What follows belongs to an exercise in optimizing a design on an open flow for small area, a short achievable clock period and few clock cycles; a production flow would make more cautious choices.
At most, simulation tests tie the RTL to the original design; equivalence was not proved.
No functional check of the RTL was part of runs 6 and 7.
Power is estimated from default activity; no workload was simulated.

==> run.sh <==
#!/bin/bash
# synth_recipe.tcl (not shown) runs the flow's synth.tcl, then flattens the netlist and writes it again
# the make line also repeats each setting of config.mk as NAME=value (left out here)
make -C /OpenROAD-flow-scripts/flow DESIGN_CONFIG=/design/flow/config.mk WORK_HOME=/design/flow/orfs CLKGATE_MAP_FILE= SYNTH_SCRIPT=/design/flow/synth_recipe.tcl finish
==> config.mk <==
export PLATFORM = sky130hd
export DESIGN_NAME = axi_bram2axis
export DESIGN_NICKNAME = axi_bram2axis
export VERILOG_FILES = /design/flow/design.v
export SDC_FILE = /design/flow/constraint.sdc
export NUM_CORES = 4
export LEC_CHECK = 0
export CAP_MARGIN = 20
export CORE_MARGIN = 2
export CORE_UTILIZATION = 40
export SLEW_MARGIN = 20
==> constraint.sdc <==
create_clock -name core_clock -period 5.0 [get_ports {clk}]
set_input_delay 1.0000 -clock core_clock [delete_from_list [all_inputs] [get_ports {clk}]]
set_output_delay 1.0000 -clock core_clock [all_outputs]
set_load 0.01 [all_outputs]
==> design.v <==
module axi_bram2axis #(
  parameter int AXI_DATA_WIDTH      = 512,
  parameter int AXI_XFER_SIZE_WIDTH = 32,
  parameter int BRAM_ADDR_WIDTH     = 32,
  parameter int BRAM_DATA_WIDTH     = 512,
  parameter int BRAM_DELAY          = 2,
  parameter int FIFO_DEPTH          = BRAM_DELAY + 2
) (
  input  logic                           clk,
  input  logic                           rst,
  input  logic                           i_bs2a_start,
  output logic                           o_bs2a_done,
  input  logic [AXI_XFER_SIZE_WIDTH-1:0] i_bs2a_data_size_bytes,
  output logic                           o_bs2a_rden,
  output logic [BRAM_ADDR_WIDTH-1:0]     o_bs2a_rdaddr,
  input  logic [BRAM_DATA_WIDTH-1:0]     i_bs2a_rddata,
  output logic                           m_axis_tvalid,
  input  logic                           m_axis_tready,
  output logic [AXI_DATA_WIDTH-1:0]      m_axis_tdata,
  output logic                           m_axis_tlast
);
  localparam int CW = BRAM_ADDR_WIDTH + 1;
  localparam int SW = AXI_XFER_SIZE_WIDTH + 3;
  localparam int WW = (SW > CW) ? SW : CW;
  localparam int PW = (FIFO_DEPTH > 1) ? $clog2(FIFO_DEPTH) : 1;
  localparam int FW = $clog2(FIFO_DEPTH + 1);
  typedef enum logic {IDLE, BUSY} state_t;
  state_t                    state_q, state_d;
  logic [CW-1:0]             depth_q, depth_d;
  logic [CW-1:0]             rd_cnt_q, rd_cnt_d;
  logic [CW-1:0]             tx_cnt_q, tx_cnt_d;
  logic [BRAM_DELAY-1:0]     vld_q, vld_d;
  logic [PW-1:0]             wr_ptr_q, wr_ptr_d, rd_ptr_q, rd_ptr_d;
  logic [FW-1:0]             cnt_q, cnt_d;
  logic [AXI_DATA_WIDTH-1:0] mem_q [FIFO_DEPTH];
  logic                      push, pop, credit;
  function automatic logic [PW-1:0] nxt(input logic [PW-1:0] p);
    nxt = (p == PW'(FIFO_DEPTH - 1)) ? '0 : p + PW'(1);
  endfunction
  assign credit        = (32'(cnt_q) + 32'($countones(vld_q))) < 32'(FIFO_DEPTH);
  assign o_bs2a_rden   = (state_q == BUSY) && (rd_cnt_q < depth_q) && credit;
  assign o_bs2a_rdaddr = rd_cnt_q[BRAM_ADDR_WIDTH-1:0];
  assign o_bs2a_done   = (state_q == IDLE);
  assign push          = vld_q[BRAM_DELAY-1];
  assign m_axis_tvalid = (cnt_q != '0);
  assign m_axis_tdata  = mem_q[rd_ptr_q];
  assign m_axis_tlast  = m_axis_tvalid && (tx_cnt_q == depth_q - CW'(1));
  assign pop           = m_axis_tvalid && m_axis_tready;
  always_comb begin
    state_d  = state_q;
    depth_d  = depth_q;
    rd_cnt_d = rd_cnt_q;
    tx_cnt_d = tx_cnt_q;
    vld_d    = BRAM_DELAY'({vld_q, o_bs2a_rden});
    wr_ptr_d = push ? nxt(wr_ptr_q) : wr_ptr_q;
    rd_ptr_d = pop ? nxt(rd_ptr_q) : rd_ptr_q;
    cnt_d    = cnt_q;
    if (push && !pop) cnt_d = cnt_q + FW'(1);
    if (!push && pop) cnt_d = cnt_q - FW'(1);
    unique case (state_q)
      IDLE: if (i_bs2a_start) begin
        state_d  = BUSY;
        depth_d  = CW'(WW'({i_bs2a_data_size_bytes, 3'b000}) / WW'(BRAM_DATA_WIDTH));
        rd_cnt_d = '0;
        tx_cnt_d = '0;
      end
      BUSY: begin
        if (o_bs2a_rden) rd_cnt_d = rd_cnt_q + CW'(1);
        if (pop)         tx_cnt_d = tx_cnt_q + CW'(1);
        if (tx_cnt_q == depth_q) state_d = IDLE;
      end
      default: state_d = IDLE;
    endcase
  end
  always_ff @(posedge clk) begin
    if (rst) begin
      state_q  <= IDLE;
      depth_q  <= '0;
      rd_cnt_q <= '0;
      tx_cnt_q <= '0;
      vld_q    <= '0;
      wr_ptr_q <= '0;
      rd_ptr_q <= '0;
      cnt_q    <= '0;
    end else begin
      state_q  <= state_d;
      depth_q  <= depth_d;
      rd_cnt_q <= rd_cnt_d;
      tx_cnt_q <= tx_cnt_d;
      vld_q    <= vld_d;
      wr_ptr_q <= wr_ptr_d;
      rd_ptr_q <= rd_ptr_d;
      cnt_q    <= cnt_d;
    end
  end
  always_ff @(posedge clk) begin
    if (!rst && push) mem_q[wr_ptr_q] <= i_bs2a_rddata;
  end
endmodule
==> impl_table.tex, run 1 <==
\begin{tabular}{lr}
\hline
Metric & Value \\
\hline
\multicolumn{2}{l}{\textbf{Place}} \\
Number of port buffers & 1,089 \\
Sum of net half-perimeters after detailed placement & 152,000 µm \\
Setup WS pre-CTS & 0.736 ns \\
Placement-stage cell area & 95,200 µm² \\
Weighted congestion reported at the end of routability-driven placement & $\sim$0.87 \\
\multicolumn{2}{l}{\textbf{Layout}} \\
Total area of multi-input combinational cells & between 15,000 and 20,000 µm² \\
Area delta synth->final & 27.9\% \\
Net total in the final layout & 5,367 \\
Fraction of layout instances using a drive strength above 1 & 0.197 \\
Area of all sequential standard cells & 63,600 µm² \\
Post-route cell area & a little over 100,000 µm² \\
Utilization after layout & 0.514 \\
Fill cell instance count of the final layout & approximately 16k \\
\multicolumn{2}{l}{\textbf{Floorplan}} \\
Die width & $\sim$450 µm \\
Row count & 164 \\
Die Footprint & 204,000 µm² \\
Total core area & between 150,000 and 200,000 µm² \\
Num ports & 1,096 \\
DIE HEIGHT & 451 µm \\
Initial core utilization & 0.402 \\
\multicolumn{2}{l}{\textbf{Yosys}} \\
Flops \& latches, synth & roughly 2.2k \\
Share of flip-flops with an asynchronous set or reset after synthesis & 0 \\
Share of the yosys chip area belonging to registers & 0.794 \\
Yosys warning total & 1 \\
Mean instance size in the synthesized netlist & 22.7 µm² \\
Syn Inst Count & 3,522 \\
Top\_reg\_cell synth & sky130\_fd\_sc\_hd\_\_edfxtp\_1 \\
Cell area after synthesis & around 80,000 µm² \\
Library cells used by synthesis & 60 \\
Post-synth EDFFs & about 2k \\
\multicolumn{2}{l}{\textbf{Detailed routing}} \\
Total number of vias & 40.4k \\
Count of unresolved DRC violations after routing & 0 \\
Number of detailed-routing iterations run before antenna repair & 5 \\
Vias per inst & between 5 and 6 \\
Residual antenna-violating net count after detailed routing & 0 \\
Total Wirelength & 219,000 µm \\
DRC violation total after the first TritonRoute iteration & 3,311 \\
Drt wl/cell & 28.7 µm \\
\multicolumn{2}{l}{\textbf{Worst setup path}} \\
Cell type with the highest occurrence count on the critical path & sky130\_fd\_sc\_hd\_\_nand3\_1 \\
Setup Crit Path Kind & reg -> out \\
Highest fanout seen on the critical path & 13 \\
Type of origin of the critical path & flop \\
Kind of capture point of the worst setup path & output port \\
CP arrival & 3.75 ns \\
Buffers \& Inverters on Critical Path & 2 \\
Cell type group with the largest total delay on the critical path & simple AND/OR/NAND/NOR gates \\
Crit path cell chain & inv\_1, ha\_1, nand3\_1, nor3\_1, mux2i\_1, nand3\_1, a31oi\_1, and4\_2, dlygate4sd2\_1 \\
CP peak stage delay & 0.48 ns \\
Critical-path cell with the highest stage delay & sky130\_fd\_sc\_hd\_\_ha\_1 \\
Critical path required time & around 4.0 ns \\
\multicolumn{2}{l}{\textbf{Timing}} \\
Headroom to the max-slew limit & 0.379 \\
RSZ-0062 raised after global routing & false \\
Endpoints failing hold & 0 \\
Tcrit/Tclk final & 0.949 \\
Min Clock Period, post-route & 4.75 ns \\
Post-route worst hold slack & roughly 0.47 ns \\
Highest attainable clock frequency & 211 MHz \\
Slew of the pin with the lowest slew margin & 0.909 ns \\
Post-layout worst setup margin & around 0.25 ns \\
Final setup fails & 0 \\
Post-route clock skew & between 0.03 and 0.04 ns \\
Number of pins with negative max-slew slack in the final report & 0 \\
\multicolumn{2}{l}{\textbf{Global route}} \\
Total overflow reported by the global router & 0 \\
Initial antenna violation count & between 80 and 90 \\
Pin count of the biggest net entering global routing & 89 \\
Vias in the first global route & just over 40k \\
Global-route wire length before repair & around 310,000 µm \\
Global Route Usage Sum & 0.212 \\
\multicolumn{2}{l}{\textbf{Power and ir drop}} \\
Pwr per Cell Area & approximately 430 nW/µm² \\
Leakage power & 31.8 nW \\
Highest ir drop seen on vdd & 0.000324 V \\
Design Power & 0.0440 W \\
\multicolumn{2}{l}{\textbf{Min path}} \\
Class of the tightest hold or removal check & reg -> reg \\
\multicolumn{2}{l}{\textbf{Clock tree}} \\
Latest clock arrival within the worst-skew pair & 0.87 ns \\
Longest Clk Path Bufs & 3 \\
Library cell used as clock root buffer & sky130\_fd\_sc\_hd\_\_clkbuf\_16 \\
CTS hold repair buffers & 0 \\
CTS buffer count & roughly 220 \\
Worst-path clk slew & 0.06 ns \\
Sink Count & approximately 2.2k \\
Clock tree from TritonCTS & built \\
Cts repair resizes & 6 \\
Max H-tree Level & 4 \\
Post-CTS setup buffers & 0 \\
\multicolumn{2}{l}{\textbf{Job}} \\
Number of max-capacitance violations reported & 0 \\
\multicolumn{2}{l}{\textbf{Outcome}} \\
Run status & finished clean \\
\hline
\end{tabular}
[worst reg2reg max path, cell delays in order, from the launching register on]
cell	delay, ns
sky130_fd_sc_hd__dfxtp_1	0.42
sky130_fd_sc_hd__inv_1	0.16
sky130_fd_sc_hd__ha_1	0.33
sky130_fd_sc_hd__a21oi_1	0.15
sky130_fd_sc_hd__o21ai_0	0.18
sky130_fd_sc_hd__nor4_1	0.39
sky130_fd_sc_hd__o211ai_1	0.15
sky130_fd_sc_hd__buf_4	0.20
sky130_fd_sc_hd__a2111oi_0	0.79
sky130_fd_sc_hd__nand4_1	0.21
sky130_fd_sc_hd__mux2i_1	0.16
[cells in the mapped netlist (6+ instances only)]
cell type,instances,area share
sky130_fd_sc_hd__nor2b_1,6,0.00047
sky130_fd_sc_hd__xnor2_1,37,0.0040
sky130_fd_sc_hd__clkbuf_1,74,0.0035
sky130_fd_sc_hd__xor2_1,12,0.0013
sky130_fd_sc_hd__and2_1,13,0.0010
sky130_fd_sc_hd__a21oi_1,74,0.0046
sky130_fd_sc_hd__o21a_1,6,0.00056
sky130_fd_sc_hd__o31ai_1,12,0.0011
sky130_fd_sc_hd__buf_1,74,0.0035
sky130_fd_sc_hd__inv_1,46,0.0022
sky130_fd_sc_hd__nand3_1,49,0.0031
sky130_fd_sc_hd__and4_1,15,0.0016
sky130_fd_sc_hd__edfxtp_1,2048,0.77
sky130_fd_sc_hd__nor4_1,12,0.00094
sky130_fd_sc_hd__a31oi_1,9,0.00070
sky130_fd_sc_hd__o211ai_1,7,0.00066
sky130_fd_sc_hd__dfxtp_1,104,0.026
sky130_fd_sc_hd__nand2_1,98,0.0046
sky130_fd_sc_hd__nor3_1,19,0.0012
sky130_fd_sc_hd__mux4_2,512,0.14
sky130_fd_sc_hd__and3_1,10,0.00078
sky130_fd_sc_hd__buf_4,32,0.0030
sky130_fd_sc_hd__or3_1,17,0.0013
sky130_fd_sc_hd__mux2i_1,8,0.0010
sky130_fd_sc_hd__nand4_1,25,0.0020
sky130_fd_sc_hd__ha_1,35,0.0055
sky130_fd_sc_hd__o21ai_0,28,0.0018
sky130_fd_sc_hd__nor2_1,67,0.0031
sky130_fd_sc_hd__a211oi_1,7,0.00066
[final cells by class]
type	instances	area share
sequential	2152	0.621
multi-input combinational	1140	0.151
timing repair buffer	1225	0.124
clock buffer	263	0.0551
tap	2656	0.0325
clock inverter	144	0.0137
inverter	46	0.00169
antenna	25	0.000611
[flip-flops by register name (all words and copies together) (netlist names), named ones only]
register / count
wr_ptr_q: 2
cnt_q: 3
vld_q: 2
rd_cnt_q: 33
tx_cnt_q: 33
depth_q: 26
state_q: 1
mem_q: 2048
rd_ptr_q: 2
[placed cells by master, fill, tap and decap left out, drive strengths merged, types with 19 or more instances in the layout]
master,n
xnor2,37
diode,25
a21oi,74
dfxtp,104
nor2,67
clkinv,106
clkdlybuf4s50,1087
bufinv,21
buf,137
clkbuf,263
nand4,25
inv,56
edfxtp,2048
mux4,512
nand2,98
o21ai,28
nand3,49
ha,35
nor3,19
[routing by layer]
layer	vias up	GRT usage	wire (µm)
met5	-	0	216
met4	34	0.0811	7930
met3	441	0.0570	15000
met2	1299	0.369	115000
met1	21300	0.251	81200
li1	17400	-	-
[metrics by stage]
step,setup TNS (ns),instances
2_1_floorplan,-812.09,3522
3_5_place_dp,0,7219
5_1_grt,0,7643
4_1_cts,0,7626
6_report,0,7651
3_3_place_gp,0,7219
[power breakdown]
| group | internal (W) | switching (W) | total [W] |
|---|---|---|---|
| Combinational | 0.00427 | 0.00370 | 0.00797 |
| Clock | 0.00914 | 0.00687 | 0.0160 |
| Sequential | 0.0199 | 0.000135 | 0.0201 |
| Total | 0.0333 | 0.0107 | 0.0440 |
[final timing paths]
check / start / to / slack [ns] / cells past startpoint
setup / recovery: depth_q[1] / m_axis_tlast / 0.25 / 9
hold / removal: rd_cnt_q[32] / rd_cnt_q[32] / 0.47 / 1
setup reg to reg: depth_q[24] / rd_cnt_q[8] / 1.74 / 10
hold reg to reg: rd_cnt_q[32] / rd_cnt_q[32] / 0.47 / 1
[kinds of logic (layout without fill, tap and decap cells)]
family                   Yosys count  count (layout)  share of synthesized area
multiplexers                     524             524                      0.146
AO/OA/AOI/OAI                    174             174                     0.0134
flip-flops                      2152            2152                      0.794
other                              0              25                          0
adder cells (fa/ha/maj)           36              36                    0.00572
AND/OR/NAND/NOR                  357             357                     0.0229
XOR/XNOR                          49              49                    0.00536
buffers and inverters            230            1678                     0.0124
Testbench counts, summed over its fixed seeds: cycles 7,978.
==> run 2: changes to the inputs <==
==> design.v (replaced) <==
module axi_bram2axis #(
  parameter int AXI_DATA_WIDTH      = 512,
  parameter int AXI_XFER_SIZE_WIDTH = 32,
  parameter int BRAM_ADDR_WIDTH     = 32,
  parameter int BRAM_DATA_WIDTH     = 512,
  parameter int BRAM_DELAY          = 2,
  parameter int FIFO_DEPTH          = BRAM_DELAY + 2
) (
  input  logic                           clk,
  input  logic                           rst,
  input  logic                           i_bs2a_start,
  output logic                           o_bs2a_done,
  input  logic [AXI_XFER_SIZE_WIDTH-1:0] i_bs2a_data_size_bytes,
  output logic                           o_bs2a_rden,
  output logic [BRAM_ADDR_WIDTH-1:0]     o_bs2a_rdaddr,
  input  logic [BRAM_DATA_WIDTH-1:0]     i_bs2a_rddata,
  output logic                           m_axis_tvalid,
  input  logic                           m_axis_tready,
  output logic [AXI_DATA_WIDTH-1:0]      m_axis_tdata,
  output logic                           m_axis_tlast
);
  localparam int NW = AXI_XFER_SIZE_WIDTH - 6;
  logic          done_q;    
  logic          rden_q;    
  logic          vld_q;     
  logic          last_q;    
  logic [NW-1:0] w_q;       
  logic [NW-1:0] rem_q;     
  logic [NW-1:0] n_in;
  logic          acc, adv, go;
  assign n_in = i_bs2a_data_size_bytes[AXI_XFER_SIZE_WIDTH-1:6];
  assign go   = i_bs2a_start && (n_in != '0);
  assign acc  = vld_q && m_axis_tready;
  assign adv  = acc && !last_q;
  assign o_bs2a_rden   = !done_q || go;
  assign o_bs2a_rdaddr = BRAM_ADDR_WIDTH'(adv ? w_q + NW'(1) : w_q);
  assign o_bs2a_done   = done_q;
  assign m_axis_tvalid = vld_q;
  assign m_axis_tdata  = i_bs2a_rddata;
  assign m_axis_tlast  = last_q;
  always_ff @(posedge clk) begin
    if (rst) begin
      done_q <= 1'b1;
      rden_q <= 1'b0;
      vld_q  <= 1'b0;
      w_q    <= '0;
    end else begin
      rden_q <= o_bs2a_rden;
      vld_q  <= rden_q && !done_q && !acc;
      if (done_q) begin
        if (go) done_q <= 1'b0;
      end else if (acc) begin
        if (last_q) begin
          done_q <= 1'b1;
          w_q    <= '0;
        end else begin
          w_q <= w_q + NW'(1);
        end
      end
    end
  end
  always_ff @(posedge clk) begin
    if (done_q) begin
      rem_q  <= n_in;
      last_q <= (n_in == NW'(1));
    end else if (adv) begin
      rem_q  <= rem_q - NW'(1);
      last_q <= (rem_q == NW'(2));
    end
  end
endmodule
==> run 2 against run 1 <==
The flow now stops in I/O pin placement (3_2_place_iop). Synthesized cell count shrank 73%. Area after synthesis shrank 91%.
==> impl_table.tex, run 2 <==
\begin{tabular}{lr}
\hline
Metric & Value \\
\hline
\multicolumn{2}{l}{\textbf{Yosys}} \\
Top cells by count, synth & sky130\_fd\_sc\_hd\_\_buf\_4, sky130\_fd\_sc\_hd\_\_nand2\_1, sky130\_fd\_sc\_hd\_\_nor2\_1, sky130\_fd\_sc\_hd\_\_nand3\_1, sky130\_fd\_sc\_hd\_\_dfxtp\_1 \\
Syn Inst Count & 957 \\
Cell type with the largest total area after synthesis & sky130\_fd\_sc\_hd\_\_buf\_4 \\
Yosys warning total & 1 \\
Top cell type's share of synthesized area & 0.516 \\
Share of flip-flops with an asynchronous set or reset after synthesis & 0 \\
Top\_reg\_cell synth & sky130\_fd\_sc\_hd\_\_dfxtp\_1 \\
Mean instance size in the synthesized netlist & 7.86 µm² \\
Post-synth EDFFs & 27 \\
Flops \& latches, synth & 56 \\
Library cells used by synthesis & 51 \\
Cell area after synthesis & 7520 µm² \\
Area contributors post-synth & sky130\_fd\_sc\_hd\_\_buf\_4, sky130\_fd\_sc\_hd\_\_edfxtp\_1, sky130\_fd\_sc\_hd\_\_dfxtp\_1 \\
Leading cell type by number of instances after synthesis & sky130\_fd\_sc\_hd\_\_buf\_4 \\
Share of the yosys chip area belonging to registers & 0.185 \\
\multicolumn{2}{l}{\textbf{Floorplan}} \\
Initial core utilization & 0.405 \\
DIE HEIGHT & 141 µm \\
Row count & 50 \\
Die width & 141 µm \\
\multicolumn{2}{l}{\textbf{Outcome}} \\
Last stage reached & I/O pin placement (3\_2\_place\_iop) \\
First error line in the log & [ERROR PPL-0024] Number of IO pins (1096) exceeds maximum number of available positions (504). Increase the die perimeter from 564.40um to 1490.56um. \\
Run status & stopped before the end \\
\hline
\end{tabular}
## run 2: kinds of logic after synthesis
family / Yosys count / synth area share
AOI/OAI and AO/OA: 83 / 0.0724
xor gates and xnor gates: 39 / 0.0454
adders and majority gates: 3 / 0.00499
buffers and inverters: 560 / 0.538
DFF: 56 / 0.185
muxes: 4 / 0.00533
other: 1 / 0.000499
and+or+nand+nor: 211 / 0.148
Testbench counts of run 2, summed over its fixed seeds: cycles 13,371.
==> run 3: changes to the inputs <==
--- a/config.mk
+++ b/config.mk
@@ -8,4 +8,5 @@
 export CAP_MARGIN = 20
-export CORE_MARGIN = 2
-export CORE_UTILIZATION = 40
+export CORE_AREA = 5 5 385 385
+export DIE_AREA = 0 0 390 390
+export SETUP_SLACK_MARGIN = 2.6
 export SLEW_MARGIN = 20
==> run 3 against run 2 <==
Synthesized cell count unchanged. Now clean on timing, DRC and antenna. Area after synthesis unchanged.
==> impl_table.tex, run 3 <==
\begin{tabular}{lr}
\hline
Metric & Value \\
\hline
\multicolumn{2}{l}{\textbf{Global route}} \\
Global Route Usage Sum & 0.0984 \\
Pin count of the biggest net entering global routing & 34 \\
Initial antenna violation count & 11 \\
Total overflow reported by the global router & 0 \\
Vias in the first global route & 4,470 \\
Global-route wire length before repair & 87,900 µm \\
\multicolumn{2}{l}{\textbf{Detailed routing}} \\
Number of detailed-routing iterations run before antenna repair & 5 \\
DRC violation total after the first TritonRoute iteration & approximately 210 \\
Total Wirelength & 79,100 µm \\
Count of unresolved DRC violations after routing & 0 \\
Drt wl/cell & roughly 33 µm \\
Residual antenna-violating net count after detailed routing & 0 \\
Total number of vias & $\sim$4.8k \\
Vias per inst & roughly 2.0 \\
\multicolumn{2}{l}{\textbf{Layout}} \\
Total area of multi-input combinational cells & between 2000 and 3000 µm² \\
Area delta synth->final & 3.16\% \\
Antenna diode count & 0 \\
Most frequent standard cell in the layout excluding fill and tap cells & sky130\_fd\_sc\_hd\_\_nand2\_1 \\
Area of all sequential standard cells & 1420 µm² \\
Net total in the final layout & 1,079 \\
Fill cell instance count of the final layout & 16.9k \\
Fraction of layout instances using a drive strength above 1 & 0.369 \\
Most frequent cells in the layout & sky130\_fd\_sc\_hd\_\_nand2\_1, sky130\_fd\_sc\_hd\_\_buf\_4, sky130\_fd\_sc\_hd\_\_edfxtp\_1 \\
Post-route cell area & 7760 µm² \\
Regs by FF count & rem\_q x26, w\_q x26 \\
\multicolumn{2}{l}{\textbf{Yosys}} \\
Mean instance size in the synthesized netlist & 7.86 µm² \\
Share of flip-flops with an asynchronous set or reset after synthesis & 0 \\
Area contributors post-synth & sky130\_fd\_sc\_hd\_\_buf\_4, sky130\_fd\_sc\_hd\_\_edfxtp\_1, sky130\_fd\_sc\_hd\_\_dfxtp\_1 \\
Cell type with the largest total area after synthesis & sky130\_fd\_sc\_hd\_\_buf\_4 \\
Flops \& latches, synth & between 50 and 60 \\
Yosys warning total & 1 \\
Top cells by count, synth & sky130\_fd\_sc\_hd\_\_buf\_4, sky130\_fd\_sc\_hd\_\_nand2\_1, sky130\_fd\_sc\_hd\_\_nor2\_1, sky130\_fd\_sc\_hd\_\_nand3\_1, sky130\_fd\_sc\_hd\_\_dfxtp\_1 \\
Syn Inst Count & 957 \\
Top\_reg\_cell synth & sky130\_fd\_sc\_hd\_\_dfxtp\_1 \\
Library cells used by synthesis & between 50 and 60 \\
Cell area after synthesis & 7520 µm² \\
Post-synth EDFFs & 27 \\
Share of the yosys chip area belonging to registers & 0.185 \\
Top cell type's share of synthesized area & 0.516 \\
Leading cell type by number of instances after synthesis & sky130\_fd\_sc\_hd\_\_buf\_4 \\
\multicolumn{2}{l}{\textbf{Clock tree}} \\
Worst-path clk slew & 0.08 ns \\
Latest clock arrival within the worst-skew pair & between 0.3 and 0.4 ns \\
Clock tree from TritonCTS & built \\
Max H-tree Level & 2 \\
Library cell used as clock root buffer & sky130\_fd\_sc\_hd\_\_clkbuf\_16 \\
CTS buffer count & 5 \\
Sink Count & 56 \\
Longest Clk Path Bufs & 2 \\
\multicolumn{2}{l}{\textbf{Timing}} \\
Tcrit/Tclk final & 0.658 \\
Slew of the pin with the lowest slew margin & 0.755 ns \\
Sum of negative setup slack & 0 ns \\
Final setup fails & 0 \\
Post-route clock skew & 0.0129 ns \\
Endpoints failing hold & 0 \\
Highest attainable clock frequency & $\sim$300 MHz \\
RSZ-0062 raised after global routing & true \\
Headroom to the max-slew limit & 0.492 \\
Min Clock Period, post-route & 3.29 ns \\
Number of pins with negative max-slew slack in the final report & 0 \\
\multicolumn{2}{l}{\textbf{Outcome}} \\
Run status & finished clean \\
\multicolumn{2}{l}{\textbf{Worst setup path}} \\
Critical-path cell with the highest stage delay & sky130\_fd\_sc\_hd\_\_clkdlybuf4s15\_1 \\
CP peak stage delay & between 0.2 and 0.3 ns \\
R2r startpoint & rem\_q[6] \\
Buffers \& Inverters on Critical Path & 3 \\
Worst setup path startpoint & m\_axis\_tready \\
CP arrival & 2.29 ns \\
Highest fanout seen on the critical path & 3 \\
Crit path cell chain & buf\_8, and3b\_2, nand4\_1, buf\_4, nor2\_1, xor2\_1, clkdlybuf4s15\_1 \\
Cell type group with the largest total delay on the critical path & buffers and inverters \\
Critical path required time & $\sim$4.0 ns \\
Kind of capture point of the worst setup path & output port \\
Setup Crit Path Kind & in -> out \\
Type of origin of the critical path & primary input \\
\multicolumn{2}{l}{\textbf{Floorplan}} \\
Num ports & 1,096 \\
Die width & 390 µm \\
Total core area & 143,000 µm² \\
DIE HEIGHT & 390 µm \\
Initial core utilization & 0.0524 \\
Die Footprint & 152,000 µm² \\
Row count & around 140 \\
\multicolumn{2}{l}{\textbf{Min path}} \\
Startpoint of the tightest hold check path & rden\_q \\
Class of the tightest hold or removal check & reg -> reg \\
\multicolumn{2}{l}{\textbf{Power and ir drop}} \\
Pwr per Cell Area & between 100 and 150 nW/µm² \\
Leakage power & 2.29 nW \\
Highest ir drop seen on vdd & 0.000199 V \\
\multicolumn{2}{l}{\textbf{Place}} \\
Sum of net half-perimeters after detailed placement & 73,000 µm \\
Weighted congestion reported at the end of routability-driven placement & 0.956 \\
Placement-stage cell area & 6760 µm² \\
Number of port buffers & 60 \\
\multicolumn{2}{l}{\textbf{Job}} \\
Number of max-capacitance violations reported & 0 \\
\hline
\end{tabular}
==> run 3: cell counts after synthesis <==
Identical to the previous run, type by type.
==> run 3: area by class of cell <==
class | count | share of cell area
Sequential cell | 56 | 0.183
Tap cell | 1903 | 0.307
Multi-Input combinational cell | 345 | 0.354
Clock buffer | 5 | 0.0161
Inverter | 13 | 0.00629
Clock inverter | 3 | 0.00436
Timing Repair Buffer | 107 | 0.130
==> run 3: metrics by stage <==
stage	total power, W	hold slack (ns)	util	setup slack, ns	std cells
2_1_floorplan	0.00105	0.397	-	1.89	961
3_3_place_gp	0.000686	0.406	0.0471	0.523	2384
3_5_place_dp	0.000688	0.406	0.0471	0.562	2384
4_1_cts	0.00114	0.413	0.0527	1.71	2421
5_1_grt	0.00117	0.455	0.0541	1.68	2432
6_report	0.00113	0.408	0.0541	1.71	2432
==> run 3: what timing repair did <==
item	in CTS	in global routing
setup buffers	29	11
hold buffers	0	0
setup endpoints to repair	91	38
pin swaps	23	16
resized for setup	270	35
==> run 3: routing by layer <==
layer,vias up,track usage,share of wire
met3,189,0.171,0.36
met5,-,0.00319,0.0010
met2,733,0.174,0.50
met1,2034,0.0290,0.10
met4,4,0.0266,0.032
li1,1822,-,-
==> run 3: where the power goes <==
part / total [W] / switching [W] / internal (W)
clock: 0.000423 / 0.000210 / 0.000213
combinational: 0.000156 / 0.0000865 / 0.0000692
sequential: 0.000546 / 0.0000334 / 0.000513
total: 0.00113 / 0.000330 / 0.000795
==> run 3: tightest hold or removal path: stages (launching register included) <==
cell,delay [ns]
sky130_fd_sc_hd__dfxtp_1,0.30
sky130_fd_sc_hd__nand2_1,0.04
sky130_fd_sc_hd__a21oi_1,0.03
==> run 3: kinds of logic after synthesis <==
family | Yosys count | synth area share
other cells | 1 | 0.000499
buf+inv | 560 | 0.538
fa+ha+maj | 3 | 0.00499
compound gates | 83 | 0.0724
flops | 56 | 0.185
simple gates | 211 | 0.148
xor+xnor | 39 | 0.0454
mux | 4 | 0.00533
==> run 3: final timing paths <==
| path | endpoint | slack [ns] | depth (start not counted) |
|---|---|---|---|
| min | vld_q | 0.41 | 2 |
| max | o_bs2a_rdaddr[15] | 1.71 | 7 |
| min reg2reg | vld_q | 0.41 | 2 |
| max reg2reg | rem_q[19] | 2.68 | 4 |
==> run 4: changes to the inputs <==
--- a/config.mk
+++ b/config.mk
@@ -7,2 +7,3 @@
 export LEC_CHECK = 0
+export ABC_CLOCK_PERIOD_IN_PS = 1500
 export CAP_MARGIN = 20
==> run 4 against run 3 <==
Clock skew unchanged. Area after synthesis stayed put. Die area did not move. Routed wire length stayed put. Largest cell class unchanged.
==> impl_table.tex, run 4 <==
\begin{tabular}{lr}
\hline
Metric & Value \\
\hline
\multicolumn{2}{l}{\textbf{Outcome}} \\
Run status & finished clean \\
\multicolumn{2}{l}{\textbf{Global route}} \\
Vias in the first global route & 4,470 \\
Initial antenna violation count & 11 \\
Global Route Usage Sum & 0.0984 \\
Pin count of the biggest net entering global routing & 34 \\
Global-route wire length before repair & between 80,000 and 90,000 µm \\
Total overflow reported by the global router & 0 \\
\multicolumn{2}{l}{\textbf{Place}} \\
Number of port buffers & 60 \\
Weighted congestion reported at the end of routability-driven placement & roughly 0.96 \\
Setup WS pre-CTS & about 0.56 ns \\
Placement-stage cell area & 6760 µm² \\
Sum of net half-perimeters after detailed placement & 73,000 µm \\
Placed cells & 2,384 \\
\multicolumn{2}{l}{\textbf{Floorplan}} \\
Num ports & 1,096 \\
Initial core utilization & 0.0524 \\
Die Footprint & 152,000 µm² \\
Die width & 390 µm \\
DIE HEIGHT & 390 µm \\
Total core area & 143,000 µm² \\
Row count & 139 \\
\multicolumn{2}{l}{\textbf{Yosys}} \\
Area contributors post-synth & sky130\_fd\_sc\_hd\_\_buf\_4, sky130\_fd\_sc\_hd\_\_edfxtp\_1, sky130\_fd\_sc\_hd\_\_dfxtp\_1 \\
Top\_reg\_cell synth & sky130\_fd\_sc\_hd\_\_dfxtp\_1 \\
Yosys warning total & 1 \\
Syn Inst Count & 957 \\
Share of flip-flops with an asynchronous set or reset after synthesis & 0 \\
Top cells by count, synth & sky130\_fd\_sc\_hd\_\_buf\_4, sky130\_fd\_sc\_hd\_\_nand2\_1, sky130\_fd\_sc\_hd\_\_nor2\_1, sky130\_fd\_sc\_hd\_\_nand3\_1, sky130\_fd\_sc\_hd\_\_dfxtp\_1 \\
Share of the yosys chip area belonging to registers & 0.185 \\
Flops \& latches, synth & 56 \\
Post-synth EDFFs & 27 \\
Mean instance size in the synthesized netlist & 7.86 µm² \\
Top cell type's share of synthesized area & 0.516 \\
Library cells used by synthesis & 51 \\
Cell type with the largest total area after synthesis & sky130\_fd\_sc\_hd\_\_buf\_4 \\
Leading cell type by number of instances after synthesis & sky130\_fd\_sc\_hd\_\_buf\_4 \\
Cell area after synthesis & 7520 µm² \\
\multicolumn{2}{l}{\textbf{Worst setup path}} \\
Destination of the worst register-to-register timing path & rem\_q[19] \\
Kind of capture point of the worst setup path & output port \\
Reg2reg path depth & 4 \\
Critical path required time & 4.00 ns \\
Crit path cell chain & buf\_8, and3b\_2, nand4\_1, buf\_4, nor2\_1, xor2\_1, clkdlybuf4s15\_1 \\
R2r startpoint & rem\_q[6] \\
CP arrival & 2.29 ns \\
Setup Crit Path Kind & in -> out \\
CP peak stage delay & 0.28 ns \\
Flop-to-flop setup slack & 2.68 ns \\
Buffers \& Inverters on Critical Path & 3 \\
Critical-path cell with the highest stage delay & sky130\_fd\_sc\_hd\_\_clkdlybuf4s15\_1 \\
Cell type group with the largest total delay on the critical path & buffers and inverters \\
Highest fanout seen on the critical path & 3 \\
Type of origin of the critical path & primary input \\
\multicolumn{2}{l}{\textbf{Timing}} \\
Final setup fails & 0 \\
Headroom to the max-slew limit & 0.492 \\
Min Clock Period, post-route & roughly 3.3 ns \\
Sum of negative setup slack & 0 ns \\
Number of pins with negative max-slew slack in the final report & 0 \\
Slew of the pin with the lowest slew margin & about 0.76 ns \\
Highest attainable clock frequency & 304 MHz \\
Post-route clock skew & 0.0129 ns \\
Endpoints failing hold & 0 \\
Post-layout worst setup margin & 1.71 ns \\
Tcrit/Tclk final & 0.658 \\
RSZ-0062 raised after global routing & true \\
\multicolumn{2}{l}{\textbf{Detailed routing}} \\
Vias per inst & approximately 2 \\
Drt wl/cell & about 33 µm \\
Top layer reached by signal wires & met5 \\
Count of unresolved DRC violations after routing & 0 \\
Total met3 wirelength after detailed routing & 28,500 µm \\
Total Wirelength & a little under 80,000 µm \\
Residual antenna-violating net count after detailed routing & 0 \\
Wire length on met2 & 39,800 µm \\
Detailed-route wire length on metal 1 & 8120 µm \\
Total number of vias & 4,782 \\
Number of detailed-routing iterations run before antenna repair & 5 \\
DRC violation total after the first TritonRoute iteration & 206 \\
\multicolumn{2}{l}{\textbf{Layout}} \\
Most frequent standard cell in the layout excluding fill and tap cells & sky130\_fd\_sc\_hd\_\_nand2\_1 \\
Fraction of layout instances using a drive strength above 1 & 0.369 \\
Most frequent cells in the layout & sky130\_fd\_sc\_hd\_\_nand2\_1, sky130\_fd\_sc\_hd\_\_buf\_4, sky130\_fd\_sc\_hd\_\_edfxtp\_1 \\
Fill cell instance count of the final layout & 16.9k \\
Regs by FF count & rem\_q x26, w\_q x26 \\
Final Non-Filler Cells & 2,432 \\
Net total in the final layout & between 1k and 1.5k \\
Area delta synth->final & 3.16\% \\
Total area of multi-input combinational cells & 2740 µm² \\
Antenna diode count & 0 \\
Post-route cell area & 7760 µm² \\
Area of all sequential standard cells & roughly 1400 µm² \\
Utilization after layout & 0.0541 \\
\multicolumn{2}{l}{\textbf{Clock tree}} \\
Library cell used as clock root buffer & sky130\_fd\_sc\_hd\_\_clkbuf\_16 \\
Max H-tree Level & 2 \\
Sink Count & 56 \\
Latest clock arrival within the worst-skew pair & 0.33 ns \\
Longest Clk Path Bufs & 2 \\
Clock tree from TritonCTS & built \\
Worst-path clk slew & 0.08 ns \\
CTS buffer count & 5 \\
\multicolumn{2}{l}{\textbf{Job}} \\
Number of max-capacitance violations reported & 0 \\
\multicolumn{2}{l}{\textbf{Min path}} \\
Hold Path Stages & 2 \\
Startpoint of the tightest hold check path & rden\_q \\
Class of the tightest hold or removal check & reg -> reg \\
Worst hold path endpoint & vld\_q \\
\multicolumn{2}{l}{\textbf{Power and ir drop}} \\
Pwr per Cell Area & 145 nW/µm² \\
Leakage power & 2.29 nW \\
Highest ir drop seen on vdd & 0.000199 V \\
\hline
\end{tabular}
run 4: cell counts after synthesis:
No cell type changed its count.
run 4: where the power goes:
group | total [W] | switching [W] | internal, W
registers | 0.000546 | 0.0000334 | 0.000513
logic | 0.000156 | 0.0000865 | 0.0000692
clock network | 0.000423 | 0.000210 | 0.000213
run 4: what timing repair did:
item / in CTS / in global routing
resized for setup: 270 / 35
setup endpoints to repair: 91 / 38
pin swaps: 23 / 16
hold buffers: 0 / 0
buffers inserted: 29 / 11
run 4: cells by family (layout without fill, tap and decap cells):
kind of cell | Yosys count | in the layout | synth area share
other | 1 | 5 | 0.000499
adders and majority gates | 3 | 3 | 0.00499
and+or+nand+nor | 211 | 211 | 0.148
muxes | 4 | 4 | 0.00533
AOI/OAI and AO/OA | 83 | 83 | 0.0724
DFF | 56 | 56 | 0.185
xor gates and xnor gates | 39 | 39 | 0.0454
buffers and inverters | 560 | 128 | 0.538
run 4: stage by stage:
step                hold slack (ns)  power (W)
floorplan                     0.397    0.00105
global placement              0.406   0.000686
detailed placement            0.406   0.000688
CTS                           0.413    0.00114
global route                  0.455    0.00117
finish                        0.408    0.00113
run 4: how the worst max path moves through the flow:
stage | start | endpoint | slack, ns | cells past startpoint
floorplan | m_axis_tready | o_bs2a_rdaddr[18] | 1.89 | 5
global placement | m_axis_tready | o_bs2a_rdaddr[15] | 0.52 | 6
detailed placement | m_axis_tready | o_bs2a_rdaddr[15] | 0.56 | 6
CTS | i_bs2a_data_size_bytes[25] | o_bs2a_rden | 1.71 | 7
global route | m_axis_tready | o_bs2a_rdaddr[15] | 1.68 | 7
finish | m_axis_tready | o_bs2a_rdaddr[15] | 1.71 | 7
run 4: metal layers:
| layer | track usage | vias to the layer above |
|---|---|---|
| li1 | - | 1822 |
| met1 | 0.0290 | 2034 |
| met2 | 0.174 | 733 |
| met3 | 0.171 | 189 |
| met4 | 0.0266 | 4 |
| met5 | 0.00319 | - |
run 4: layout make-up:
| class | instances | share of cell area |
|---|---|---|
| multi-input cells | 345 | 0.354 |
| flip-flops and latches | 56 | 0.183 |
| inverters | 13 | 0.00629 |
| repair buffers | 107 | 0.130 |
| clock inverters | 3 | 0.00436 |
| well taps | 1903 | 0.307 |
| clock buffers | 5 | 0.0161 |
run 4: tightest hold or removal path, delay by kind of cell, from the launching register on:
family | cells | cell delay (ns)
flip-flops | 1 | 0.30
AO/OA/AOI/OAI | 1 | 0.03
AND/OR/NAND/NOR | 1 | 0.04
==> run 5: changes to the inputs <==
--- a/config.mk
+++ b/config.mk
@@ -7,3 +7,2 @@
 export LEC_CHECK = 0
-export ABC_CLOCK_PERIOD_IN_PS = 1500
 export CAP_MARGIN = 20
@@ -11,3 +10,2 @@
 export DIE_AREA = 0 0 390 390
-export SETUP_SLACK_MARGIN = 2.6
 export SLEW_MARGIN = 20
==> run 5 against run 4 <==
Non-clock buffer count shrank 34. Highest routed layer unchanged. Clock power grew 1%. Still clean on timing, DRC and antenna. Sequential share of layout area grew 2.1 points. Combinational power shrank 12%. Power shrank 1.1%. Register-to-register slack lost 0.48 ns. Maximum frequency shrank 30%. Design area shrank 12%.
==> impl_table.tex, run 5 <==
\begin{tabular}{lr}
\hline
Metric & Value \\
\hline
\multicolumn{2}{l}{\textbf{Clock tree}} \\
Cts repair resizes & 0 \\
Latest clock arrival within the worst-skew pair & about 0.33 ns \\
Post-CTS setup buffers & 0 \\
Max H-tree Level & 2 \\
Worst-path clk slew & 0.09 ns \\
CTS buffer count & 5 \\
Longest Clk Path Bufs & 2 \\
Sink Count & 56 \\
Clock tree from TritonCTS & built \\
Library cell used as clock root buffer & sky130\_fd\_sc\_hd\_\_clkbuf\_16 \\
CTS hold repair buffers & 0 \\
\multicolumn{2}{l}{\textbf{Layout}} \\
Post-route cell area & between 6000 and 7000 µm² \\
Fill cell instance count of the final layout & 17.0k \\
Most frequent standard cell in the layout excluding fill and tap cells & sky130\_fd\_sc\_hd\_\_clkdlybuf4s50\_1 \\
Net total in the final layout & $\sim$1.0k \\
Most frequent cells in the layout & sky130\_fd\_sc\_hd\_\_clkdlybuf4s50\_1, sky130\_fd\_sc\_hd\_\_nand2\_1, sky130\_fd\_sc\_hd\_\_nor2\_1 \\
Fraction of layout instances using a drive strength above 1 & 0.0626 \\
Regs by FF count & rem\_q x26, w\_q x26 \\
Area delta synth->final & -9.29\% \\
\multicolumn{2}{l}{\textbf{Global route}} \\
Total overflow reported by the global router & 0 \\
Initial antenna violation count & 4 \\
Pin count of the biggest net entering global routing & 36 \\
Global-route wire length before repair & 84,700 µm \\
Vias in the first global route & 4,256 \\
Global Route Usage Sum & 0.0951 \\
\multicolumn{2}{l}{\textbf{Timing}} \\
Headroom to the max-slew limit & 0.421 \\
Highest attainable clock frequency & 213 MHz \\
RSZ-0062 raised after global routing & false \\
Slew of the pin with the lowest slew margin & 0.860 ns \\
Post-route clock skew & 0.0106 ns \\
Tcrit/Tclk final & 0.938 \\
Final setup fails & 0 \\
Sum of negative setup slack & 0 ns \\
Min Clock Period, post-route & roughly 4.7 ns \\
Number of pins with negative max-slew slack in the final report & 0 \\
Endpoints failing hold & 0 \\
\multicolumn{2}{l}{\textbf{Yosys}} \\
Top cells by count, synth & sky130\_fd\_sc\_hd\_\_buf\_4, sky130\_fd\_sc\_hd\_\_nand2\_1, sky130\_fd\_sc\_hd\_\_nor2\_1, sky130\_fd\_sc\_hd\_\_nand3\_1, sky130\_fd\_sc\_hd\_\_dfxtp\_1 \\
Leading cell type by number of instances after synthesis & sky130\_fd\_sc\_hd\_\_buf\_4 \\
Area contributors post-synth & sky130\_fd\_sc\_hd\_\_buf\_4, sky130\_fd\_sc\_hd\_\_edfxtp\_1, sky130\_fd\_sc\_hd\_\_dfxtp\_1 \\
Library cells used by synthesis & 51 \\
Yosys warning total & 1 \\
Top cell type's share of synthesized area & 0.516 \\
Post-synth EDFFs & 27 \\
Top\_reg\_cell synth & sky130\_fd\_sc\_hd\_\_dfxtp\_1 \\
Share of flip-flops with an asynchronous set or reset after synthesis & 0 \\
Mean instance size in the synthesized netlist & a little under 8 µm² \\
Cell area after synthesis & 7520 µm² \\
Syn Inst Count & 957 \\
Cell type with the largest total area after synthesis & sky130\_fd\_sc\_hd\_\_buf\_4 \\
Flops \& latches, synth & 56 \\
Share of the yosys chip area belonging to registers & 0.185 \\
\multicolumn{2}{l}{\textbf{Worst setup path}} \\
Critical-path cell with the highest stage delay & sky130\_fd\_sc\_hd\_\_clkdlybuf4s50\_1 \\
Crit path cell chain & clkdlybuf4s50\_1, and3b\_1, nand4\_1, nor3\_1, xor2\_1, clkdlybuf4s50\_1 \\
Setup Crit Path Kind & in -> out \\
CP arrival & roughly 3.7 ns \\
Highest fanout seen on the critical path & 12 \\
Cell type with the highest occurrence count on the critical path & sky130\_fd\_sc\_hd\_\_clkdlybuf4s50\_1 \\
CP peak stage delay & 0.56 ns \\
Critical path required time & 4.00 ns \\
R2r startpoint & done\_q \\
Kind of capture point of the worst setup path & output port \\
Destination of the worst register-to-register timing path & w\_q[23] \\
Type of origin of the critical path & primary input \\
Reg2reg path depth & 6 \\
Flop-to-flop setup slack & 2.20 ns \\
\multicolumn{2}{l}{\textbf{Place}} \\
Placement-stage cell area & 6650 µm² \\
Number of port buffers & 60 \\
Weighted congestion reported at the end of routability-driven placement & 0.871 \\
Sum of net half-perimeters after detailed placement & 72,100 µm \\
\multicolumn{2}{l}{\textbf{Min path}} \\
Class of the tightest hold or removal check & reg -> reg \\
Worst hold path endpoint & vld\_q \\
Hold Path Stages & 2 \\
Startpoint of the tightest hold check path & rden\_q \\
\multicolumn{2}{l}{\textbf{Floorplan}} \\
Die width & around 390 µm \\
DIE HEIGHT & between 300 and 400 µm \\
Initial core utilization & 0.0524 \\
Total core area & 143,000 µm² \\
Die Footprint & 152,000 µm² \\
Num ports & between 1k and 1.5k \\
Row count & 139 \\
\multicolumn{2}{l}{\textbf{Detailed routing}} \\
Total number of vias & 4,480 \\
Drt wl/cell & between 30 and 40 µm \\
Vias per inst & 1.86 \\
DRC violation total after the first TritonRoute iteration & 351 \\
Residual antenna-violating net count after detailed routing & 0 \\
Total Wirelength & between 70,000 and 80,000 µm \\
Number of detailed-routing iterations run before antenna repair & 7 \\
Count of unresolved DRC violations after routing & 0 \\
\multicolumn{2}{l}{\textbf{Power and ir drop}} \\
Design Power & 0.00111 W \\
Switching Share & 0.291 \\
Internal cell power & between 0.0007 and 0.0008 W \\
Highest ir drop seen on vdd & 0.000121 V \\
Leakage power & approximately 1.6 nW \\
Pwr per Cell Area & $\sim$160 nW/µm² \\
Switching Power & around 0.00032 W \\
Combinational Power Share & 0.123 \\
Portion of total power attributed to sequential cells & 0.492 \\
Clock share of power & 0.385 \\
\multicolumn{2}{l}{\textbf{Outcome}} \\
Run status & finished clean \\
\multicolumn{2}{l}{\textbf{Job}} \\
Number of max-capacitance violations reported & 0 \\
\hline
\end{tabular}
==> run 5: layout make-up <==
cell class | count | area, µm² | share of cell area
tap | 1903 | 2380 | 0.349
multi-input combinational | 345 | 2100 | 0.309
sequential | 56 | 1390 | 0.204
timing repair buffer | 73 | 721 | 0.106
clock buffer | 5 | 125 | 0.0183
inverter | 13 | 48.8 | 0.00715
clock inverter | 3 | 33.8 | 0.00495
antenna | 6 | 15.0 | 0.00220
==> run 5: per-stage QoR <==
stage | hold slack (ns) | worst slack [ns] | util | cells
finish | 0.443 | 0.312 | 0.0475 | 2404
global route | 0.458 | 0.0947 | 0.0475 | 2400
CTS | 0.436 | 0.330 | 0.0474 | 2398
detailed placement | 0.412 | 0.336 | 0.0463 | 2390
global placement | 0.418 | 0.326 | 0.0462 | 2389
floorplan | 0.397 | 1.76 | - | 961
==> run 5: worst max path at each step <==
stage                  start                end  slack, ns  cells after the start
2_1_floorplan  m_axis_tready  o_bs2a_rdaddr[22]       1.76                      5
3_3_place_gp   m_axis_tready  o_bs2a_rdaddr[22]       0.33                      6
3_5_place_dp   m_axis_tready  o_bs2a_rdaddr[22]       0.34                      6
4_1_cts        m_axis_tready  o_bs2a_rdaddr[22]       0.33                      6
5_1_grt        m_axis_tready  o_bs2a_rdaddr[22]       0.09                      6
6_report       m_axis_tready  o_bs2a_rdaddr[22]       0.31                      6
==> run 5: logic make-up (layout without fill, tap and decap cells) <==
kind of cell               Yosys count  in the layout  share of synthesized area
adders and majority gates            3              3                    0.00499
AOI/OAI and AO/OA                   83             83                     0.0724
and+or+nand+nor                    211            211                      0.148
muxes                                4              4                    0.00533
buffers and inverters              560             94                      0.538
DFF                                 56             56                      0.185
xor gates and xnor gates            39             39                     0.0454
other                                1             11                   0.000499
==> run 5: worst max-delay path: cells and delay by family <==
kind          cells  cell delay, ns
simple gates      3            1.37
buf+inv           2            1.11
xor+xnor          1            0.20
==> run 5: power by group through the flow <==
stage	registers, W	clock network, W	logic (W)
after floorplan	0.000545	0	0.000499
after global placement	0.000556	0	0.000136
after detailed placement	0.000557	0	0.000140
after CTS	0.000547	0.000453	0.000140
after global routing	0.000552	0.000465	0.000152
final	0.000547	0.000428	0.000137
==> run 5: per-layer routing <==
metal / track usage / wire length (µm) / share of wire
met1: 0.0304 / 8870 / 0.12
met2: 0.170 / 39100 / 0.51
met3: 0.158 / 26300 / 0.34
met4: 0.0240 / 2110 / 0.027
met5: 0.0137 / 300 / 0.0039
==> run 6: changes to the inputs <==
--- a/design.v
+++ b/design.v
@@ -27,11 +27,13 @@
   logic [NW-1:0] w_q;       
-  logic [NW-1:0] rem_q;     
-  logic [NW-1:0] n_in;
-  logic          acc, adv, go;
-  assign n_in = i_bs2a_data_size_bytes[AXI_XFER_SIZE_WIDTH-1:6];
-  assign go   = i_bs2a_start && (n_in != '0);
-  assign acc  = vld_q && m_axis_tready;
-  assign adv  = acc && !last_q;
+  logic [NW-1:0] a_q;       
+  logic [NW-1:0] n_q;       
+  logic [NW-1:0] n_in, w_inc;
+  logic          go, acc, is_last;
+  assign n_in    = i_bs2a_data_size_bytes[AXI_XFER_SIZE_WIDTH-1:6];
+  assign go      = i_bs2a_start && (n_in != '0);
+  assign acc     = vld_q && m_axis_tready;
+  assign w_inc   = w_q + NW'(1);
+  assign is_last = (w_inc == n_q);
   assign o_bs2a_rden   = !done_q || go;
-  assign o_bs2a_rdaddr = BRAM_ADDR_WIDTH'(adv ? w_q + NW'(1) : w_q);
+  assign o_bs2a_rdaddr = BRAM_ADDR_WIDTH'(m_axis_tready ? a_q : w_q);
   assign o_bs2a_done   = done_q;
@@ -46,2 +48,3 @@
       w_q    <= '0;
+      a_q    <= '0;
     end else begin
@@ -55,5 +58,8 @@
           w_q    <= '0;
+          a_q    <= '0;
         end else begin
-          w_q <= w_q + NW'(1);
+          w_q <= a_q;
         end
+      end else if (!vld_q) begin
+        a_q <= is_last ? w_q : w_inc;
       end
@@ -62,9 +68,4 @@
   always_ff @(posedge clk) begin
-    if (done_q) begin
-      rem_q  <= n_in;
-      last_q <= (n_in == NW'(1));
-    end else if (adv) begin
-      rem_q  <= rem_q - NW'(1);
-      last_q <= (rem_q == NW'(2));
-    end
+    if (done_q) n_q <= n_in;
+    if (!vld_q) last_q <= is_last;
   end
--- a/config.mk
+++ b/config.mk
@@ -10,2 +10,3 @@
 export DIE_AREA = 0 0 390 390
+export SETUP_SLACK_MARGIN = 2.6
 export SLEW_MARGIN = 20
==> run 6 against run 5 <==
Worst setup slack improved by 1.2 ns. Register-to-register slack worse by 0.17 ns. Die area stayed put. Combinational power up about 50%. Hold slack improved by 0.022 ns. Area after synthesis rose by 20%. Highest routed layer unchanged.
==> impl_table.tex, run 6 <==
\begin{tabular}{lr}
\hline
Metric & Value \\
\hline
\multicolumn{2}{l}{\textbf{Detailed routing}} \\
Residual antenna-violating net count after detailed routing & 0 \\
Drt wl/cell & 33.7 µm \\
Number of detailed-routing iterations run before antenna repair & 8 \\
Total Wirelength & 88,700 µm \\
DRC violation total after the first TritonRoute iteration & 625 \\
Count of unresolved DRC violations after routing & 0 \\
Total number of vias & 6,656 \\
Vias per inst & 2.53 \\
\multicolumn{2}{l}{\textbf{Power and ir drop}} \\
Pwr per Cell Area & 164 nW/µm² \\
Leakage power & between 2 and 3 nW \\
Design Power & 0.00164 W \\
Highest ir drop seen on vdd & 0.000171 V \\
\multicolumn{2}{l}{\textbf{Floorplan}} \\
Total core area & 143,000 µm² \\
Initial core utilization & 0.0630 \\
Row count & between 100 and 150 \\
DIE HEIGHT & 390 µm \\
Num ports & 1,096 \\
Die Footprint & approximately 150,000 µm² \\
Die width & 390 µm \\
\multicolumn{2}{l}{\textbf{Yosys}} \\
Top\_reg\_cell synth & sky130\_fd\_sc\_hd\_\_dfxtp\_1 \\
Flops \& latches, synth & 82 \\
Share of flip-flops with an asynchronous set or reset after synthesis & 0 \\
Leading cell type by number of instances after synthesis & sky130\_fd\_sc\_hd\_\_buf\_4 \\
Share of the yosys chip area belonging to registers & 0.212 \\
Library cells used by synthesis & 63 \\
Cell area after synthesis & 9040 µm² \\
Cell type with the largest total area after synthesis & sky130\_fd\_sc\_hd\_\_buf\_4 \\
Mean instance size in the synthesized netlist & 8.07 µm² \\
Syn Inst Count & 1,120 \\
Top cell type's share of synthesized area & 0.435 \\
Yosys warning total & 1 \\
Top cells by count, synth & sky130\_fd\_sc\_hd\_\_buf\_4, sky130\_fd\_sc\_hd\_\_nand2\_1, sky130\_fd\_sc\_hd\_\_dfxtp\_1, sky130\_fd\_sc\_hd\_\_a21oi\_1, sky130\_fd\_sc\_hd\_\_nand3\_1 \\
Post-synth EDFFs & 27 \\
Area contributors post-synth & sky130\_fd\_sc\_hd\_\_buf\_4, sky130\_fd\_sc\_hd\_\_dfxtp\_1, sky130\_fd\_sc\_hd\_\_edfxtp\_1 \\
\multicolumn{2}{l}{\textbf{Place}} \\
Sum of net half-perimeters after detailed placement & 77,000 µm \\
Weighted congestion reported at the end of routability-driven placement & 0.892 \\
Number of port buffers & between 50 and 60 \\
\multicolumn{2}{l}{\textbf{Worst setup path}} \\
Kind of capture point of the worst setup path & output port \\
Critical-path cell with the highest stage delay & sky130\_fd\_sc\_hd\_\_clkdlybuf4s50\_1 \\
CP arrival & approximately 2.5 ns \\
Cell type group with the largest total delay on the critical path & buffers and inverters \\
Buffers \& Inverters on Critical Path & 2 \\
Setup Crit Path Kind & in -> out \\
Crit path cell chain & clkdlybuf4s50\_1, nor4\_4, nand4\_1, o21ai\_2, nand2\_1, buf\_6 \\
Highest fanout seen on the critical path & 2 \\
Type of origin of the critical path & primary input \\
Reg2reg path depth & 11 \\
Critical path required time & 4.00 ns \\
CP peak stage delay & 0.46 ns \\
Count of cell instances traversed by the critical path & 6 \\
\multicolumn{2}{l}{\textbf{Global route}} \\
Layer carrying the most global-route usage & met2 \\
Global Route Usage Sum & 0.109 \\
Met3 Use GR & 0.176 \\
Global-route wire length before repair & approximately 100,000 µm \\
Global Route met2 Usage & 0.177 \\
Total overflow reported by the global router & 0 \\
Vias in the first global route & 6,352 \\
Initial antenna violation count & 3 \\
Pin count of the biggest net entering global routing & 45 \\
Global Route met1 Usage & 0.0525 \\
\multicolumn{2}{l}{\textbf{Min path}} \\
Hold Path Stages & 1 \\
Class of the tightest hold or removal check & reg -> reg \\
\multicolumn{2}{l}{\textbf{Timing}} \\
Number of pins with negative max-slew slack in the final report & 0 \\
Sum of negative setup slack & 0 ns \\
RSZ-0062 raised after global routing & true \\
Highest attainable clock frequency & 286 MHz \\
Min Clock Period, post-route & 3.50 ns \\
Post-route clock skew & 0.0182 ns \\
Endpoints failing hold & 0 \\
Final setup fails & 0 \\
Headroom to the max-slew limit & 0.479 \\
Slew of the pin with the lowest slew margin & 0.773 ns \\
Tcrit/Tclk final & 0.700 \\
\multicolumn{2}{l}{\textbf{Clock tree}} \\
CTS hold repair buffers & 0 \\
CTS buffer count & 9 \\
Longest Clk Path Bufs & 2 \\
Sink Count & 82 \\
Clock tree from TritonCTS & built \\
Library cell used as clock root buffer & sky130\_fd\_sc\_hd\_\_clkbuf\_16 \\
Max H-tree Level & 3 \\
Latest clock arrival within the worst-skew pair & approximately 0.40 ns \\
Worst-path clk slew & 0.07 ns \\
\multicolumn{2}{l}{\textbf{Layout}} \\
Fraction of layout instances using a drive strength above 1 & 0.372 \\
Antenna diode count & 0 \\
Net total in the final layout & around 1.3k \\
Utilization after layout & 0.0697 \\
Most frequent cells in the layout & sky130\_fd\_sc\_hd\_\_nand2\_1, sky130\_fd\_sc\_hd\_\_buf\_4, sky130\_fd\_sc\_hd\_\_buf\_6 \\
Area delta synth->final & 10.7\% \\
Regs by FF count & a\_q x26, n\_q x26, w\_q x26 \\
\multicolumn{2}{l}{\textbf{Job}} \\
Number of max-capacitance violations reported & 0 \\
\multicolumn{2}{l}{\textbf{Outcome}} \\
Run status & finished clean \\
\hline
\end{tabular}
-- run 6: repair_timing --
item	CTS	global route
resized for setup	299	44
gates cloned	13	1
buffers inserted	67	21
setup endpoints to repair	84	55
pin swaps	51	37
-- run 6: stage by stage --
| step | std cells | hold slack (ns) | worst slack [ns] | area, µm² |
|---|---|---|---|---|
| 3_5_place_dp | 2518 | 0.456 | 0.228 | 8090 |
| 5_1_grt | 2636 | 0.481 | 1.45 | 10000 |
| 6_report | 2636 | 0.466 | 1.50 | 10000 |
| 3_3_place_gp | 2518 | 0.436 | 0.233 | 8090 |
| 2_1_floorplan | 1125 | 0.429 | 2.34 | 9320 |
| 4_1_cts | 2614 | 0.474 | 1.33 | 9680 |
-- run 6: layer usage --
| layer | vias to the layer above | wire length, µm |
|---|---|---|
| met4 | 6 | 2510 |
| met1 | 2944 | 14500 |
| met3 | 151 | 30800 |
| met2 | 1041 | 40500 |
| met5 | - | 436 |
| li1 | 2514 | - |
-- run 6: worst paths after layout --
| kind | startpoint | endpoint | slack (ns) |
|---|---|---|---|
| max | i_bs2a_data_size_bytes[14] | o_bs2a_rden | 1.50 |
| min | rden_q | vld_q | 0.47 |
| max reg2reg | w_q[7] | a_q[12] | 2.03 |
| min reg2reg | rden_q | vld_q | 0.47 |
-- run 6: kinds of logic (layout without fill, tap and decap cells) --
group	count (synthesis)	after routing	share of synthesized area
AO/OA/AOI/OAI	130	130	0.0975
XOR/XNOR	31	31	0.0300
adder cells (fa/ha/maj)	1	1	0.00138
buffers and inverters	591	193	0.469
flip-flops	82	82	0.212
multiplexers	23	23	0.0285
other	1	6	0.000415
AND/OR/NAND/NOR	261	267	0.162
-- run 6: cell type report --
class,count,area [µm²]
Multi-Input combinational cell,458,3500
Fill cell,16800,133000
Clock buffer,9,225
Sequential cell,82,1980
Tap cell,1903,2380
Inverter,10,37.5
Clock inverter,7,61.3
Timing Repair Buffer,167,1810
-- run 6: where the power goes --
group / total, W / internal [W] / switching [W]
logic: 0.000205 / 0.0000907 / 0.000114
clock network: 0.000716 / 0.000346 / 0.000370
registers: 0.000724 / 0.000699 / 0.0000243
==> run 7: changes to the inputs <==
--- a/config.mk
+++ b/config.mk
@@ -10,3 +10,3 @@
 export DIE_AREA = 0 0 390 390
-export SETUP_SLACK_MARGIN = 2.6
+export SETUP_SLACK_MARGIN = 3.0
 export SLEW_MARGIN = 20
==> run 7 against run 6 <==
Maximum frequency is 13% higher. Clock power rose by 8.1%. Die area unchanged. Largest cell class unchanged. Routed wire length is 14% lower. Design area is 0.26% higher. Sequential power fell by 2%. First-iteration DRC count fell by 13%. Critical path depth did not move. Via count grew 1.8%. Clock skew is 0.0076 ns lower. Hold slack improved by 0.0073 ns.
==> impl_table.tex, run 7 <==
\begin{tabular}{lr}
\hline
Metric & Value \\
\hline
\multicolumn{2}{l}{\textbf{Timing}} \\
Number of pins with negative max-slew slack in the final report & 0 \\
Min Clock Period, post-route & 3.09 ns \\
Post-route worst hold slack & 0.473 ns \\
Post-layout worst setup margin & approximately 1.9 ns \\
Endpoints failing hold & 0 \\
Post-route clock skew & 0.0106 ns \\
Headroom to the max-slew limit & 0.456 \\
Highest attainable clock frequency & roughly 320 MHz \\
Slew of the pin with the lowest slew margin & 0.814 ns \\
RSZ-0062 raised after global routing & true \\
Sum of negative setup slack & 0 ns \\
Final setup fails & 0 \\
Tcrit/Tclk final & 0.618 \\
\multicolumn{2}{l}{\textbf{Power and ir drop}} \\
Leakage power & 2.98 nW \\
Highest ir drop seen on vdd & 0.000148 V \\
Pwr per Cell Area & approximately 170 nW/µm² \\
\multicolumn{2}{l}{\textbf{Place}} \\
Number of port buffers & 59 \\
Weighted congestion reported at the end of routability-driven placement & 0.821 \\
Setup WS pre-CTS & approximately 0.93 ns \\
Placed cells & 2,518 \\
Sum of net half-perimeters after detailed placement & around 64,000 µm \\
\multicolumn{2}{l}{\textbf{Min path}} \\
Worst hold path endpoint & vld\_q \\
Hold Path Stages & 1 \\
Class of the tightest hold or removal check & reg -> reg \\
Startpoint of the tightest hold check path & rden\_q \\
\multicolumn{2}{l}{\textbf{Detailed routing}} \\
Residual antenna-violating net count after detailed routing & 0 \\
Total number of vias & 6,779 \\
Number of detailed-routing iterations run before antenna repair & 5 \\
Vias per inst & 2.57 \\
Count of unresolved DRC violations after routing & 0 \\
Drt wl/cell & 28.9 µm \\
Total Wirelength & 76,200 µm \\
DRC violation total after the first TritonRoute iteration & 546 \\
\multicolumn{2}{l}{\textbf{Yosys}} \\
Cell area after synthesis & 9040 µm² \\
Yosys warning total & 1 \\
Post-synth EDFFs & 27 \\
Top cells by count, synth & sky130\_fd\_sc\_hd\_\_buf\_4, sky130\_fd\_sc\_hd\_\_nand2\_1, sky130\_fd\_sc\_hd\_\_dfxtp\_1, sky130\_fd\_sc\_hd\_\_a21oi\_1, sky130\_fd\_sc\_hd\_\_nand3\_1 \\
Share of flip-flops with an asynchronous set or reset after synthesis & 0 \\
Share of the yosys chip area belonging to registers & 0.212 \\
Top cell type's share of synthesized area & 0.435 \\
Leading cell type by number of instances after synthesis & sky130\_fd\_sc\_hd\_\_buf\_4 \\
Mean instance size in the synthesized netlist & 8.07 µm² \\
Flops \& latches, synth & 82 \\
Area contributors post-synth & sky130\_fd\_sc\_hd\_\_buf\_4, sky130\_fd\_sc\_hd\_\_dfxtp\_1, sky130\_fd\_sc\_hd\_\_edfxtp\_1 \\
Library cells used by synthesis & 63 \\
Syn Inst Count & 1,120 \\
Top\_reg\_cell synth & sky130\_fd\_sc\_hd\_\_dfxtp\_1 \\
Cell type with the largest total area after synthesis & sky130\_fd\_sc\_hd\_\_buf\_4 \\
\multicolumn{2}{l}{\textbf{Clock tree}} \\
Latest clock arrival within the worst-skew pair & 0.35 ns \\
Sink Count & a little over 80 \\
Worst-path clk slew & 0.06 ns \\
Clock tree from TritonCTS & built \\
Max H-tree Level & 3 \\
CTS buffer count & 9 \\
Longest Clk Path Bufs & 2 \\
Library cell used as clock root buffer & sky130\_fd\_sc\_hd\_\_clkbuf\_16 \\
\multicolumn{2}{l}{\textbf{Worst setup path}} \\
Worst setup path startpoint & i\_bs2a\_data\_size\_bytes[22] \\
Type of origin of the critical path & primary input \\
R2r startpoint & w\_q[12] \\
Kind of capture point of the worst setup path & output port \\
Flop-to-flop setup slack & 2.10 ns \\
CP arrival & between 2 and 2.5 ns \\
Reg2reg path depth & 9 \\
Critical path required time & 4.00 ns \\
Highest fanout seen on the critical path & 2 \\
Destination of the worst register-to-register timing path & a\_q[2] \\
Setup Crit Path Kind & in -> out \\
\multicolumn{2}{l}{\textbf{Global route}} \\
Global Route met2 Usage & 0.159 \\
Initial antenna violation count & 1 \\
Global Route Usage Sum & 0.0928 \\
Global-route wire length before repair & 89,000 µm \\
Met3 Use GR & 0.121 \\
Total overflow reported by the global router & 0 \\
Layer carrying the most global-route usage & met2 \\
Global Route met1 Usage & 0.0539 \\
Pin count of the biggest net entering global routing & 45 \\
Vias in the first global route & 6,367 \\
\multicolumn{2}{l}{\textbf{Layout}} \\
Fill cell instance count of the final layout & 16.7k \\
Most frequent standard cell in the layout excluding fill and tap cells & sky130\_fd\_sc\_hd\_\_nand2\_1 \\
Area delta synth->final & 11.0\% \\
Net total in the final layout & 1,275 \\
Regs by FF count & a\_q x26, n\_q x26, w\_q x26 \\
Fraction of layout instances using a drive strength above 1 & 0.402 \\
Most frequent cells in the layout & sky130\_fd\_sc\_hd\_\_nand2\_1, sky130\_fd\_sc\_hd\_\_buf\_4, sky130\_fd\_sc\_hd\_\_buf\_6 \\
Antenna diode count & 0 \\
Final Non-Filler Cells & 2,634 \\
\multicolumn{2}{l}{\textbf{Floorplan}} \\
Die Footprint & 152,000 µm² \\
Num ports & 1,096 \\
Die width & 390 µm \\
Total core area & 143,000 µm² \\
DIE HEIGHT & slightly below 400 µm \\
Row count & 139 \\
Initial core utilization & 0.0630 \\
\multicolumn{2}{l}{\textbf{Outcome}} \\
Run status & finished clean \\
\multicolumn{2}{l}{\textbf{Job}} \\
Number of max-capacitance violations reported & 0 \\
\hline
\end{tabular}
run 7: cell types whose count changed in the layout (fill, tap and decap cells not counted), sizes merged:
| cell | before | now |
|---|---|---|
| buf | 138 | 145 |
| bufbuf | 0 | 1 |
| bufinv | 0 | 2 |
| clkbuf | 11 | 15 |
| clkdlybuf4s15 | 0 | 7 |
| clkdlybuf4s50 | 16 | 2 |
| clkinv | 4 | 2 |
| dlymetal6s2s | 5 | 0 |
| inv | 13 | 10 |
| nand4 | 18 | 19 |
run 7: repair_timing:
| item | 4_1_cts | 5_1_grt |
|---|---|---|
| setup endpoints to repair | 598 | 583 |
| buffers inserted | 73 | 14 |
| hold buffers | 0 | 0 |
| gates cloned | 12 | 1 |
| pin swaps | 66 | 36 |
| resized for setup | 351 | 61 |
run 7: worst max-delay path: stages:
cell and delay (ns):
sky130_fd_sc_hd__buf_8 0.10, sky130_fd_sc_hd__nor4_4 0.39, sky130_fd_sc_hd__nand3_1 0.15, sky130_fd_sc_hd__o21ai_2 0.21, sky130_fd_sc_hd__nand2_1 0.09, sky130_fd_sc_hd__buf_6 0.14
run 7: final cells by class:
cell class / instances / area [µm²] / area share
timing repair buffer: 164 / 1700 / 0.169
sequential: 82 / 2000 / 0.199
multi-input combinational: 459 / 3570 / 0.356
tap: 1903 / 2380 / 0.237
clock inverter: 4 / 70.1 / 0.00698
inverter: 10 / 37.5 / 0.00374
clock buffer: 12 / 279 / 0.0278
run 7: how the worst max path moves through the flow:
stage / end / slack, ns / cells past startpoint
6_report: o_bs2a_rden / 1.91 / 6
5_1_grt: o_bs2a_rden / 1.84 / 6
4_1_cts: o_bs2a_rden / 1.88 / 6
3_5_place_dp: o_bs2a_rdaddr[16] / 0.93 / 4
3_3_place_gp: o_bs2a_rden / 0.95 / 6
2_1_floorplan: a_q[17] / 2.34 / 12
run 7: cells by family after synthesis:
group | share of synthesized area
multiplexers | 0.0285
AO/OA/AOI/OAI | 0.0975
buffers and inverters | 0.469
XOR/XNOR | 0.0300
adder cells (fa/ha/maj) | 0.00138
AND/OR/NAND/NOR | 0.162
other | 0.000415
flip-flops | 0.212
run 7: metrics by stage:
step	area [µm²]	power, W	util
global route	10000	0.00173	0.0699
floorplan	11300	0.00137	-
detailed placement	8160	0.000873	0.0569
global placement	8160	0.000872	0.0569
CTS	9760	0.00167	0.0680
finish	10000	0.00167	0.0699
run 7: per-layer routing:
layer	part of all wire	vias up
met1	0.19	2987
met5	0	-
li1	-	2528
met3	0.29	243
met2	0.48	1021
met4	0.043	0
run 7: report_power, final:
| group | switching, W | total, W | internal (W) |
|---|---|---|---|
| combinational | 0.000105 | 0.000190 | 0.0000853 |
| clock | 0.000277 | 0.000774 | 0.000497 |
| sequential | 0.0000135 | 0.000711 | 0.000697 |

Re-timed with assumed drivers on the ports (clkbuf_16 on the clock, buf_2 on other inputs), run 7 has 1.715 ns of setup slack against 1.910 ns with ideal ports, and 1.715 ns once port delays also move by the mid clock arrival of 0.385 ns.
